From an optimization exercise on the open Yosys and OpenROAD flow, aimed at small area, a short achievable clock period and few clock cycles per item; shortcuts taken in it are not production practice. Only the layout flow was run in this run; the RTL was not checked for function there. Power is estimated from default activity; no workload was simulated.

### design.v
package div_pkg;
  typedef logic [16-1:0] operand_t;
  typedef logic [4-1:0] tag_t;
endpackage
`timescale 1ns/1ns
module divider_nr (
  input  logic              clk,
  input  logic              reset,
  input  logic              load,
  input  logic              release_i,
  input  div_pkg::tag_t     ld_tag,
  input  div_pkg::operand_t ld_dividend,
  input  div_pkg::operand_t ld_divisor,    
  input  logic [16:0]       ld_q,          
  output logic              busy,
  output logic              done,
  output logic              finishing,
  output div_pkg::tag_t     tag,
  output div_pkg::operand_t quotient,
  output div_pkg::operand_t remainder
);
  logic [15:0] r, d;
  logic [16:0] q;
  logic [16:0] diff;
  assign diff = {1'b0, r} - {1'b0, d};
  always_ff @(posedge clk) begin
    if (reset) begin
      busy <= 1'b0;
    end else if (load) begin
      busy <= 1'b1;
    end else if (release_i) begin
      busy <= 1'b0;
    end
  end
  always_ff @(posedge clk) begin
    if (load) begin
      r   <= ld_dividend;
      d   <= ld_divisor;
      q   <= ld_q;
      tag <= ld_tag;
    end else if (!q[16]) begin
      if (!diff[16]) r <= diff[15:0];
      q <= {q[15:0], ~diff[16]};
      d <= d >> 1;
    end
  end
  assign done      = busy & q[16];
  assign finishing = busy & q[15] & ~q[16];
  assign quotient  = q[15:0];
  assign remainder = r;
endmodule
`timescale 1ns/1ns
module div_dispatch (
  input  logic              clk,
  input  logic              reset,
  input  logic              accept,
  input  div_pkg::tag_t     tag,
  input  div_pkg::operand_t dividend,
  input  div_pkg::operand_t divisor,
  input  logic              leave,
  output logic              s1_valid,
  output div_pkg::tag_t     s1_tag,
  output div_pkg::operand_t s1_dividend,
  output div_pkg::operand_t s1_divisor,
  output logic [3:0]        s1_shift,
  output logic              s1_bypass,
  output logic              s1_div0,
  output logic              in_bypass
);
  function automatic [4:0] sig_bits(input [15:0] value);
    sig_bits = '0;
    for (int i = 0; i < 16; i++) begin
      if (value[i]) sig_bits = 5'(i + 1);
    end
  endfunction
  logic [4:0] nd, nv;
  logic [4:0] diff;
  logic       in_div0;
  assign nd        = sig_bits(dividend);
  assign nv        = sig_bits(divisor);
  assign diff      = nd - nv;
  assign in_div0   = (divisor == '0);
  assign in_bypass = in_div0 | diff[4];
  always_ff @(posedge clk) begin
    if (reset) begin
      s1_valid <= 1'b0;
    end else if (accept) begin
      s1_valid <= 1'b1;
    end else if (leave) begin
      s1_valid <= 1'b0;
    end
  end
  always_ff @(posedge clk) begin
    if (accept) begin
      s1_tag      <= tag;
      s1_dividend <= dividend;
      s1_divisor  <= divisor;
      s1_shift    <= diff[3:0];
      s1_bypass   <= in_bypass;
      s1_div0     <= in_div0;
    end
  end
endmodule
`timescale 1ns/1ns
module result_arbiter #(parameter int N = 4) (
  input  logic         clk,
  input  logic         reset,
  input  logic [N-1:0] req,
  output logic [N-1:0] grant
);
  logic [N-1:0] last;    
  logic [N-1:0]   higher;   
  logic [N-1:0]   req_hi;
  always_comb begin
    higher = '0;
    for (int i = 0; i < N; i++) begin
      for (int j = 0; j < N; j++) begin
        if (j < i && last[j]) higher[i] = 1'b1;
      end
    end
  end
  assign req_hi = req & higher;
  always_comb begin
    grant = '0;
    if (|req_hi) begin
      for (int i = N - 1; i >= 0; i--) if (req_hi[i]) grant = N'(1) << i;
    end else begin
      for (int i = N - 1; i >= 0; i--) if (req[i]) grant = N'(1) << i;
    end
  end
  always_ff @(posedge clk) begin
    if (reset) begin
      last <= N'(1) << (N - 1);
    end else if (|req) begin
      last <= grant;
    end
  end
endmodule
`timescale 1ns/1ns
module result_store (
  input  logic              clk,
  input  logic              reset,
  input  logic              we,
  input  div_pkg::tag_t     wr_tag,
  input  div_pkg::operand_t wr_quotient,
  input  div_pkg::operand_t wr_remainder,
  input  div_pkg::tag_t     rd_tag,
  output logic              rd_valid,
  output div_pkg::operand_t rd_quotient,
  output div_pkg::operand_t rd_remainder
);
  localparam int DEPTH = 1 << 4;
  logic [DEPTH-1:0] valid;
  div_pkg::operand_t         q_mem [DEPTH];
  div_pkg::operand_t         r_mem [DEPTH];
  always_ff @(posedge clk) begin
    if (reset) begin
      valid    <= '0;
      rd_valid <= 1'b0;
    end else begin
      if (we) begin
        valid[wr_tag] <= 1'b1;
      end
      rd_valid <= valid[rd_tag];
    end
  end
  always_ff @(posedge clk) begin
    if (we) begin
      q_mem[wr_tag] <= wr_quotient;
      r_mem[wr_tag] <= wr_remainder;
    end
    rd_quotient  <= q_mem[rd_tag];
    rd_remainder <= r_mem[rd_tag];
  end
endmodule
`timescale 1ns/1ns
module div_cluster (
  input  logic              clk,
  input  logic              reset,
  input  logic              start,
  input  div_pkg::tag_t     tag,
  input  div_pkg::operand_t dividend,
  input  div_pkg::operand_t divisor,
  input  div_pkg::tag_t     rd_tag,
  output logic              ready,
  output logic              complete,
  output div_pkg::tag_t     complete_tag,
  output logic              rd_valid,
  output div_pkg::operand_t rd_quotient,
  output div_pkg::operand_t rd_remainder
);
  localparam int N = 5;
  logic              accept, leave;
  logic              s1_valid, s1_bypass, s1_div0, in_bypass;
  div_pkg::tag_t     s1_tag;
  div_pkg::operand_t s1_dividend, s1_divisor;
  logic [3:0]        s1_shift;
  logic [N-1:0]      busy, done, finishing, grant, eng_grant, avail, load;
  div_pkg::tag_t     e_tag [N];
  div_pkg::operand_t e_quo [N];
  div_pkg::operand_t e_rem [N];
  div_pkg::operand_t ld_divisor;
  logic [16:0]       ld_q;
  logic              any_done, byp_grant, eng_job;
  logic              we;
  div_pkg::tag_t     w_tag;
  div_pkg::operand_t w_quo, w_rem, byp_quo;
  assign accept = start & ready;
  div_dispatch u_dispatch (
    .clk         (clk),
    .reset       (reset),
    .accept      (accept),
    .tag         (tag),
    .dividend    (dividend),
    .divisor     (divisor),
    .leave       (leave),
    .s1_valid    (s1_valid),
    .s1_tag      (s1_tag),
    .s1_dividend (s1_dividend),
    .s1_divisor  (s1_divisor),
    .s1_shift    (s1_shift),
    .s1_bypass   (s1_bypass),
    .s1_div0     (s1_div0),
    .in_bypass   (in_bypass)
  );
  assign ld_divisor = s1_divisor << s1_shift;
  assign ld_q       = 17'(1) << (4'd15 - s1_shift);
  for (genvar i = 0; i < N; i++) begin : g_eng
    divider_nr u_div (
      .clk         (clk),
      .reset       (reset),
      .load        (load[i]),
      .release_i   (eng_grant[i]),
      .ld_tag      (s1_tag),
      .ld_dividend (s1_dividend),
      .ld_divisor  (ld_divisor),
      .ld_q        (ld_q),
      .busy        (busy[i]),
      .done        (done[i]),
      .finishing   (finishing[i]),
      .tag         (e_tag[i]),
      .quotient    (e_quo[i]),
      .remainder   (e_rem[i])
    );
  end
  result_arbiter #(.N(N)) u_arbiter (
    .clk   (clk),
    .reset (reset),
    .req   (done & {N{~byp_grant}}),
    .grant (grant)
  );
  assign any_done  = |done;
  logic [2:0] starve;
  logic       eng_first;
  assign eng_first = &starve;
  assign byp_grant = s1_valid & s1_bypass & ~(any_done & eng_first);
  assign eng_job   = s1_valid & ~s1_bypass;
  assign eng_grant = grant & {N{~byp_grant}};
  assign avail     = ~busy | eng_grant;
  always_comb begin
    load = '0;
    for (int i = N - 1; i >= 0; i--) begin
      if (avail[i]) load = N'(1) << i;
    end
    if (!eng_job) load = '0;
  end
  assign leave = byp_grant | (eng_job & |avail);
  always_comb begin
    byp_quo = '0;
    for (int i = 0; i < 16; i++) begin
      if ((s1_dividend >> i) != '0) byp_quo[i] = 1'b1;
    end
    if (!s1_div0) byp_quo = '0;
  end
  always_comb begin
    w_tag = '0;
    w_quo = '0;
    w_rem = '0;
    for (int i = 0; i < N; i++) begin
      w_tag = w_tag | (e_tag[i] & {4{eng_grant[i]}});
      w_quo = w_quo | (e_quo[i] & {16{eng_grant[i]}});
      w_rem = w_rem | (e_rem[i] & {16{eng_grant[i]}});
    end
    if (byp_grant) begin
      w_tag = s1_tag;
      w_quo = byp_quo;
      w_rem = s1_dividend;
    end
  end
  assign we = any_done | byp_grant;
  logic [N-1:0] avail_next, done_next;
  logic         s1v_next, byp_next;
  assign avail_next = ~load & (~busy | done | finishing);
  assign done_next  = ~load & busy & ~eng_grant & (done | finishing);
  logic [2:0] starve_next;
  always_comb begin
    starve_next = starve;
    if (byp_grant && any_done) starve_next = starve + 1'b1;
    else if (|eng_grant) starve_next = '0;
  end
  assign s1v_next   = accept | (s1_valid & ~leave);
  assign byp_next   = accept ? in_bypass : s1_bypass;
  always_ff @(posedge clk) begin
    if (reset) begin
      ready        <= 1'b1;
      starve       <= '0;
      complete     <= 1'b0;
      complete_tag <= '0;
    end else begin
      ready        <= ~s1v_next | (byp_next ? ~(|done_next & (&starve_next)) : |avail_next);
      starve       <= starve_next;
      complete     <= we;
      complete_tag <= w_tag;
    end
  end
  result_store u_store (
    .clk          (clk),
    .reset        (reset),
    .we           (we),
    .wr_tag       (w_tag),
    .wr_quotient  (w_quo),
    .wr_remainder (w_rem),
    .rd_tag       (rd_tag),
    .rd_valid     (rd_valid),
    .rd_quotient  (rd_quotient),
    .rd_remainder (rd_remainder)
  );
endmodule
### run.sh
#!/bin/bash
# synth_recipe.tcl (not shown) runs the flow's synth.tcl, then flattens the netlist and writes it again
# the make line also repeats each setting of config.mk as NAME=value (left out here)
make -C /OpenROAD-flow-scripts/flow DESIGN_CONFIG=/design/flow/config.mk WORK_HOME=/design/flow/orfs CLKGATE_MAP_FILE= SYNTH_SCRIPT=/design/flow/synth_recipe.tcl finish
### config.mk
export PLATFORM = sky130hd
export DESIGN_NAME = div_cluster
export DESIGN_NICKNAME = div_cluster
export VERILOG_FILES = /design/flow/design.v
export SDC_FILE = /design/flow/constraint.sdc
export NUM_CORES = 4
export LEC_CHECK = 0
export CAP_MARGIN = 20
export CORE_MARGIN = 2
export CORE_UTILIZATION = 40
export SLEW_MARGIN = 20
### constraint.sdc
create_clock -name core_clock -period 5.0 [get_ports {clk}]
set_input_delay 1.0000 -clock core_clock [delete_from_list [all_inputs] [get_ports {clk}]]
set_output_delay 1.0000 -clock core_clock [all_outputs]
set_load 0.01 [all_outputs]
==> flow_summary.yaml <==
status:
  status: "timing/DRC/antenna clean"
yosys:
  synth-edff-count: 813
  synth_adder_area_share: 0.0316
  ys_warn_count: 8
  ys_async_sr_fraction: 0
  yosysSeqAreaShare: 0.650
  synth_area_per_cell_um2: 14.3
  ys_seq_elements: 887
  synth.distinct_cells: 82
  synth-compound-area-share: 0.0903
  synth_top_family_by_area: "multiplexers"
  syn_area_um2: 39900
  synth_ff_type: "edfxtp_1"
  syn_inst: 2791
  synth_nets: 2931
  synthMuxAreaShare: 0.0991
  synth_simple_gate_area_frac: 0.0883
  synthXorXnorAreaFrac: 0.0147
setup_path:
  regToRegStartpoint: "g_eng[0].u_div.q[16]$_SDFF_PP0_"
  endpoint_kind: "flip-flop"
  crit_path_start: "g_eng[0].u_div.q[16]$_SDFF_PP0_"
  setup.worst_path.class: "flip-flop to flip-flop"
  start_kind: "flip-flop"
  cp.arrival_ns: 4.73
  crit_required_ns: 5.34
  crit_fanout: 35
sta:
  period_minus_slack_ns: 4.39
  slew-limit-headroom: 0.302
  setup_viol: 0
  worst_pin_slew_ns: 1.04
  fmax_mhz: 228
  finalHoldViolCount: 0
  timing.setup.tns_ns: 0
  post-route-period-util: 0.878
  skew_ns: 0.0386
  maxSlewViolCount: 0
  rsz0062_at_grt: "false"
placement:
  dp_hpwl_mm: 63.0
  place.gp.congestion: 0.857
  place_area_um2: 42600
  dp.cells: 4086
  port_buffers: 81
clocking:
  post-cts-setup-buffers: 0
  h-tree-depth: 3
  cts_max_path_buffers: 3
  post_cts_resized: 0
  path_clk_slew_ns: 0.06
  cts_tree: "built"
  ctsHoldBuffers: 0
  clock-sinks: 887
  root_buffer: "clkbuf_16"
  clkLatencyLatePin_ns: 0.67
  cts_buffers: 92
pwr:
  totalPowerFinal_mw: 17.4
  peakVddDrop_mv: 0.259
  powerDensity_nw_per_um2: 381
  p_leak_nw: 15.6
routing:
  drt_wl_total_mm: 99.0
  via_per_inst: 5.75
  via_count: 24500
  drc_errors: 0
  drtIter0Drc: 2524
  wire_per_inst_um: 23.2
  ant_nets: 0
  drtPass1Iterations: 7
floorplan:
  start_util: 0.404
  die_h_um: 320
  core-area_um2: 98600
  die_x_um: 320
  io_pins: 82
  die-area_um2: 102000
  std_cell_rows: 115
global_routing:
  antenna_found_initial: 2
  grt_pass1_vias: 24900
  gr-usage-all-layers: 0.193
  grt_max_degree: 85
  grt_pass1_wl_mm: 151
  grt_overflow: 0
finish:
  final_common_cell: "edfxtp_1"
  drive_gt1_frac: 0.146
  fin_area_um2: 45700
  final_cells: 4258
  area_growth_pct: 14.6
  layout_common_cells: "813 x edfxtp_1, 210 x nand2_1, 200 x o21ai_0"
  nets: 3033
  fillers: 8496
  diodes: 0
worst_hold_path:
  hp-class: "flip-flop to flip-flop"
  min_from: "u_store.valid[0]$_SDFFE_PP0P_"
run:
  maxCapViolCount: 0
==> worst max-delay path, stage by stage (launching register included) <==
cell	delay [ns]
dfxtp_1	0.40
a222oi_1	0.78
a41o_1	0.51
buf_4	0.40
nor2_1	0.16
a31oi_4	0.28
nand2_2	0.12
or4_4	0.73
buf_4	0.31
nand2_1	0.10
buf_4	0.25
==> layout make-up <==
cell class                      count  area, um^2  area share
Clock buffer                      118        2460      0.0538
Clock inverter                     54         628      0.0137
Inverter                          129         484      0.0106
Timing Repair Buffer              151        1480      0.0323
Multi-Input combinational cell   1632       13100       0.288
Tap cell                         1287        1610      0.0352
Sequential cell                   887       25900       0.567
==> path summary, 6_finish.rpt <==
check,to,slack [ns],depth (start not counted)
max reg2reg,g_eng[4].u_div.r[3]$_DFFE_PP_,0.61,10
max,g_eng[4].u_div.r[3]$_DFFE_PP_,0.61,10
min,u_store.valid[0]$_SDFFE_PP0P_,0.44,2
min reg2reg,u_store.valid[0]$_SDFFE_PP0P_,0.44,2
==> flip-flops by register name, summed over array words and instances, names as in the netlist, 3 cells and up <==
| register | count |
|---|---|
| u_dispatch.s1_tag | 4 |
| u_store.rd_quotient | 16 |
| u_store.r_mem | 256 |
| u_arbiter.last | 4 |
| u_dispatch.s1_shift | 4 |
| u_store.valid | 16 |
| complete_tag | 4 |
| g_eng.u_div.q | 85 |
| u_dispatch.s1_dividend | 16 |
| g_eng.u_div.r | 80 |
| starve | 3 |
| g_eng.u_div.busy | 5 |
| g_eng.u_div.tag | 20 |
| g_eng.u_div.d | 80 |
| u_store.q_mem | 256 |
| u_store.rd_remainder | 16 |
| u_dispatch.s1_divisor | 16 |
==> cell usage after synthesis, types with 11 or more instances <==
library cell | count | area share
mux4_2 | 171 | 0.097
a221oi_1 | 22 | 0.0048
edfxtp_1 | 813 | 0.61
nand3b_1 | 52 | 0.0098
o31ai_1 | 11 | 0.0021
ha_1 | 91 | 0.029
buf_1 | 34 | 0.0032
a22o_1 | 22 | 0.0048
nor2b_1 | 22 | 0.0035
inv_1 | 126 | 0.012
a31oi_1 | 11 | 0.0017
a22oi_1 | 20 | 0.0038
nand3_1 | 104 | 0.013
clkbuf_1 | 96 | 0.0090
nand4_1 | 14 | 0.0022
and2_1 | 17 | 0.0027
nand2b_1 | 27 | 0.0042
xnor2_1 | 24 | 0.0053
nor3_1 | 41 | 0.0051
dfxtp_1 | 74 | 0.037
and3_1 | 11 | 0.0017
a211oi_1 | 20 | 0.0038
xor2_1 | 39 | 0.0086
nand2_1 | 213 | 0.020
a21oi_1 | 134 | 0.017
nor2_1 | 170 | 0.016
o21ai_0 | 201 | 0.025
==> stage by stage <==
stage / utilization / worst slack, ns / hold slack, ns
4_1_cts: 0.463 / 0.616 / 0.446
6_report: 0.464 / 0.609 / 0.440
3_5_place_dp: 0.432 / 0.138 / 0.437
5_1_grt: 0.464 / 0.307 / 0.466
2_1_floorplan: - / 0.625 / 0.423
3_3_place_gp: 0.432 / 0.207 / 0.436
==> logic make-up (layout without fill, tap and decap cells) <==
| family | Yosys count | after routing |
|---|---|---|
| buffers and inverters | 272 | 452 |
| AND/OR/NAND/NOR | 724 | 724 |
| AO/OA/AOI/OAI | 565 | 565 |
| adder cells (fa/ha/maj) | 97 | 97 |
| flip-flops | 887 | 887 |
| multiplexers | 181 | 181 |
| XOR/XNOR | 65 | 65 |
==> report_power, final <==
part	internal [mW]	leakage, nW	total [mW]	switching, mW
Combinational	0.681	5.95	1.84	1.16
Clock	4.07	1.50	6.97	2.90
Sequential	8.49	8.15	8.61	0.121
Total	13.2	15.6	17.4	4.18
==> layer usage <==
metal	routed length (um)	vias to the layer above	GRT usage
li1	-	11000	-
met1	42300	12400	0.261
met2	48000	863	0.323
met3	5890	171	0.0249
met4	2800	0	0.0612
met5	0	-	0

port drivers added, routing unchanged:
The flow's constraints put no driver on any port. The routed layout listed below was extracted and timed again, unchanged, in two steps. Step 1 sets driving cells, clkbuf_16 on the clock port and buf_2 on the other inputs (assumed; they add their load-dependent delay and slew). Step 2 adds t to the input delays and takes it off the output delays; t is the mean of the earliest and latest rising clock arrival at the registers after step 1. Input paths then give back, and output paths get back, about the clock's delay inside the block. Slacks: no drivers / after step 1 / after step 2; pairs: no drivers / after step 1.
shift t [ns]: 0.720
slack for setup (ns): 0.609 / 0.609 / 0.226
hold WS [ns]: 0.440 / 0.440 / 0.440
cell pins on the clock port's net: 1
After both steps setup and hold are still met in this run. For this run, drivers alone change the setup slack by 0.000 ns; drivers and shift together by -0.383 ns.
